Source: an optimization exercise on an open RTL-to-GDS flow (aim: small area and a short achievable clock period). Production flows keep margins and buffers that such runs may drop. The RTL was checked by simulation tests, not by an equivalence proof against the original design. No activity file was given, so power comes from the tool's default toggle rates.

// relu_pool2x2
module relu_pool2x2 #(
    parameter int DATA_W = 32,
    parameter int MAX_W  = 64,
    parameter int CNT_W  = 10
) (
    input  logic              clk,
    input  logic              rst,
    input  logic              clear,
    input  logic [CNT_W-1:0]  map_w,
    input  logic [CNT_W-1:0]  map_h,
    input  logic              conv_ack,
    input  logic [DATA_W-1:0] conv_r,
    input  logic [DATA_W-1:0] conv_g,
    input  logic [DATA_W-1:0] conv_b,
    output logic [DATA_W-1:0] pool_out,
    output logic              pool_valid,
    output logic              frame_done,
    output logic              cfg_err
);
    localparam int VW = DATA_W - 1;    
    logic [4:0]    wcfg;       
    logic [8:0]    hcfg;       
    logic          w2;         
    logic [4:0]    sec;        
    logic [4:0]    secn;       
    logic [4:0]    cpair;      
    logic          codd;       
  ...
export LEC_CHECK = 0
export CAP_MARGIN = 20
export CORE_MARGIN = 2
export CORE_UTILIZATION = 65
export SLEW_MARGIN = 20
create_clock -name core_clock -period 11.0 [get_ports {clk}]
standard.sh (not shown) runs the stock make flow with config.mk's settings and CLKGATE_MAP_FILE= SYNTH_SCRIPT=/design/flow/synth_recipe.tcl, a recipe that flattens the netlist after the stock synthesis.
==> flow/flow/run.sh <==
#!/bin/bash
# Own layout flow: the standard ORFS flow (standard.sh) with
#  - synthesis as standard.sh runs it, except that adders are not extracted into the
#    library's full/half-adder cells (ADDER_MAP_FILE empty) and ABC maps the logic with a
#    delay-driven 'map -D 1500' script (flow/abc_speed.script) in place of ORFS's
#    abc_speed.script; the registers are mapped before ABC runs, so they are the standard
#    synthesis's,
#  - port buffers of a plain buffer cell (buf_2) instead of the default delay-cell choice,
#  - clock tree synthesis with clkbuf_8 clusters of up to 16 sinks within 50 um and no
#    dummy loads,
#  - a tighter setup-repair target (SETUP_SLACK_MARGIN=7.25 at the design's 11 ns clock).
# Every tool's output goes to the ORFS logs under orfs/logs; make's own output to make.log.
set -euo pipefail
SD="$PWD/orfs_scripts"
rm -rf "$SD"
cp -r "$FLOW_HOME/scripts" "$SD"
cp flow/abc_speed.script "$SD/abc_speed.script"
export SCRIPTS_DIR="$SD"
export BUFFER_PORTS_ARGS="-buffer_cell sky130_fd_sc_hd__buf_2"
export CTS_ARGS="-sink_clustering_enable -repair_clock_nets -buf_list sky130_fd_sc_hd__clkbuf_8 -sink_clustering_size 16 -sink_clustering_max_diameter 50 -dont_use_dummy_load"
bash standard.sh ADDER_MAP_FILE= SETUP_SLACK_MARGIN=7.25 finish > make.log 2>&1
==> flow/flow/abc_speed.script <==
strash
dch
map -D 1500
buffer -c
topo
stime -c
upsize -c
dnsize -c
The first run ran to the end with no violations.
Change:
==> flow/flow/run.sh (replaced) <==
#!/bin/bash
# Own layout flow: the standard ORFS flow (standard.sh) with
#  - synthesis as standard.sh runs it, except that ABC maps the logic with a delay-driven
#    'map -D 1000' script without ABC's own upsizing (flow/abc_speed.script) in place of ORFS's abc_speed.script; the
#    registers are mapped before ABC runs, so they are the standard synthesis's,
#  - port buffers of a plain buffer cell (buf_2) instead of the default delay-cell choice,
#  - clock tree synthesis with clkbuf_8 clusters of up to 16 sinks within 50 um and no dummy loads,
#  - a tighter setup-repair target (SETUP_SLACK_MARGIN=7 at the design's 11 ns clock).
# Every tool's output goes to the ORFS logs under orfs/logs; make's own output to make.log.
set -euo pipefail
SD="$PWD/orfs_scripts"
rm -rf "$SD"
cp -r "$FLOW_HOME/scripts" "$SD"
cp flow/abc_speed.script "$SD/abc_speed.script"
export SCRIPTS_DIR="$SD"
export BUFFER_PORTS_ARGS="-buffer_cell sky130_fd_sc_hd__buf_2"
export CTS_ARGS="-sink_clustering_enable -repair_clock_nets -buf_list sky130_fd_sc_hd__clkbuf_8 -sink_clustering_size 16 -sink_clustering_max_diameter 50 -dont_use_dummy_load"
bash standard.sh SETUP_SLACK_MARGIN=7 finish > make.log 2>&1
==> flow/flow/abc_speed.script (replaced) <==
strash
dch
map -D 1000
buffer -c
topo
dnsize -c
The new run completed without violations.
Sequential share of layout area increases by 1.4 points.
Flip-flop and latch count does not change.
Combinational power came out lower by about 9%.
Wire length falls by 7.5%.
Area after synthesis drops by about 1.6%.
Core utilization barely changes.
Clock skew is lower by 0.065 ns.
Clock power stays flat.
Change:
==> flow/flow/run.sh (replaced) <==
#!/bin/bash
# Own layout flow: the standard ORFS flow (standard.sh) with
#  - synthesis as standard.sh runs it, except that adders are not extracted into the
#    library's full/half-adder cells (ADDER_MAP_FILE empty) and ABC maps the logic with a
#    delay-driven 'map -D 1000' script (flow/abc_speed.script) in place of ORFS's
#    abc_speed.script; the registers are mapped before ABC runs, so they are the standard
#    synthesis's,
#  - port buffers of a plain buffer cell (buf_2) instead of the default delay-cell choice,
#  - clock tree synthesis with clkbuf_8 clusters of up to 16 sinks within 50 um and no
#    dummy loads,
#  - a tighter setup-repair target (SETUP_SLACK_MARGIN=7 at the design's 11 ns clock).
# Every tool's output goes to the ORFS logs under orfs/logs; make's own output to make.log.
set -euo pipefail
SD="$PWD/orfs_scripts"
rm -rf "$SD"
cp -r "$FLOW_HOME/scripts" "$SD"
cp flow/abc_speed.script "$SD/abc_speed.script"
export SCRIPTS_DIR="$SD"
export BUFFER_PORTS_ARGS="-buffer_cell sky130_fd_sc_hd__buf_2"
export CTS_ARGS="-sink_clustering_enable -repair_clock_nets -buf_list sky130_fd_sc_hd__clkbuf_8 -sink_clustering_size 16 -sink_clustering_max_diameter 50 -dont_use_dummy_load"
bash standard.sh ADDER_MAP_FILE= SETUP_SLACK_MARGIN=7 finish > make.log 2>&1
==> flow/flow/abc_speed.script (replaced) <==
strash
dch
map -D 1000
buffer -c
topo
stime -c
upsize -c
dnsize -c
Outcome:
- die area is higher by 5.7%
- total power is higher by about 1.8%
- utilization is lower by 1.6 points
- fmax is higher by 4.9%
- via count is higher by 26%
- setup slack improves by 0.20 ns
- flip-flop and latch count stays the same
- synthesized area is higher by 5.8%
- non-clock buffer count is lower by 18
- design area is higher by 4.1%
- register-to-register slack improves by 0.20 ns
Change:
==> flow/flow/run.sh (replaced) <==
#!/bin/bash
# Own layout flow: the standard ORFS flow (standard.sh, unchanged synthesis) with
#  - port buffers of a plain buffer cell (buf_2) instead of the default delay-cell choice,
#  - clock tree synthesis with clkbuf_8 clusters of up to 20 sinks and no dummy loads,
#  - a tighter setup-repair target (SETUP_SLACK_MARGIN=7 at the design's 11 ns clock).
# Every tool's output goes to the ORFS logs under orfs/logs; make's own output to make.log.
set -euo pipefail
export BUFFER_PORTS_ARGS="-buffer_cell sky130_fd_sc_hd__buf_2"
export CTS_ARGS="-sink_clustering_enable -repair_clock_nets -buf_list sky130_fd_sc_hd__clkbuf_8 -sink_clustering_size 20 -sink_clustering_max_diameter 60 -dont_use_dummy_load"
bash standard.sh SETUP_SLACK_MARGIN=7 finish > make.log 2>&1
removed: flow/flow/abc_speed.script
=> The new run finished with timing, DRC and antenna clean. Cell count went down by 27%. Maximum frequency went down by about 12%. Total power went down by 3.1%. Cell area went down by 6.7%. Register-to-register slack is worse by 0.30 ns. Area after synthesis went down by about 6%. Via count went down by 27%. Worst hold slack is better by 0.023 ns. Sequential cell count does not change. Sequential share of layout area went up by 4.9 points.
Change:
==> flow/flow/run.sh (replaced) <==
#!/bin/bash
# Own layout flow: the standard ORFS flow (standard.sh) with
#  - synthesis as standard.sh runs it, except that adders are not extracted into the
#    library's full/half-adder cells (ADDER_MAP_FILE empty) and ABC maps the logic with a
#    delay-driven 'map -D 1500' script (flow/abc_speed.script) in place of ORFS's
#    abc_speed.script; the registers are mapped before ABC runs, so they are the standard
#    synthesis's,
#  - port buffers of a plain buffer cell (buf_2) instead of the default delay-cell choice,
#  - clock tree synthesis with clkbuf_8 clusters of up to 16 sinks within 50 um and no
#    dummy loads,
#  - a tighter setup-repair target (SETUP_SLACK_MARGIN=7 at the design's 11 ns clock).
# Every tool's output goes to the ORFS logs under orfs/logs; make's own output to make.log.
set -euo pipefail
SD="$PWD/orfs_scripts"
rm -rf "$SD"
cp -r "$FLOW_HOME/scripts" "$SD"
cp flow/abc_speed.script "$SD/abc_speed.script"
export SCRIPTS_DIR="$SD"
export BUFFER_PORTS_ARGS="-buffer_cell sky130_fd_sc_hd__buf_2"
export CTS_ARGS="-sink_clustering_enable -repair_clock_nets -buf_list sky130_fd_sc_hd__clkbuf_8 -sink_clustering_size 16 -sink_clustering_max_diameter 50 -dont_use_dummy_load"
bash standard.sh ADDER_MAP_FILE= SETUP_SLACK_MARGIN=7 finish > make.log 2>&1
==> flow/flow/abc_speed.script (new file) <==
strash
dch
map -D 1500
buffer -c
topo
stime -c
upsize -c
dnsize -c
=> The changed run completed with no timing, DRC or antenna violations. Setup slack gains 0.51 ns. Non-clock buffer count drops by 23. Maximum frequency increases by 12%. Power goes up by 0.62%.

-- static timing again, ports no longer ideal --
Ports are ideal in the flow. The routed layouts listed here were re-timed in OpenROAD.
Step 1 assumes that a clkbuf_16 drives the clock port and a buf_2 every other input.
Step 2 also shifts input and output timing later by t, the mid clock arrival at the registers, as if the neighbouring blocks saw the same clock.
Three values: no drivers, after step 1, after step 2; two values: the first two.
run | t, ns | setup slack, ns | worst setup path after step 2
the first run | 0.714 | 7.012 / 6.948 / 6.469 | input to register
the second run | 0.724 | 6.752 / 6.780 / 6.056 | input to register
the third run | 0.721 | 6.951 / 6.890 / 6.348 | input to register
the fourth run | 0.719 | 6.389 / 6.423 / 5.704 | input to register
the fifth run | 0.710 | 6.899 / 6.838 / 6.365 | input to register
After both steps setup and hold are still met in every run listed. For the second run, which loses most, drivers alone change the setup slack by +0.028 ns; drivers and shift together by -0.696 ns.
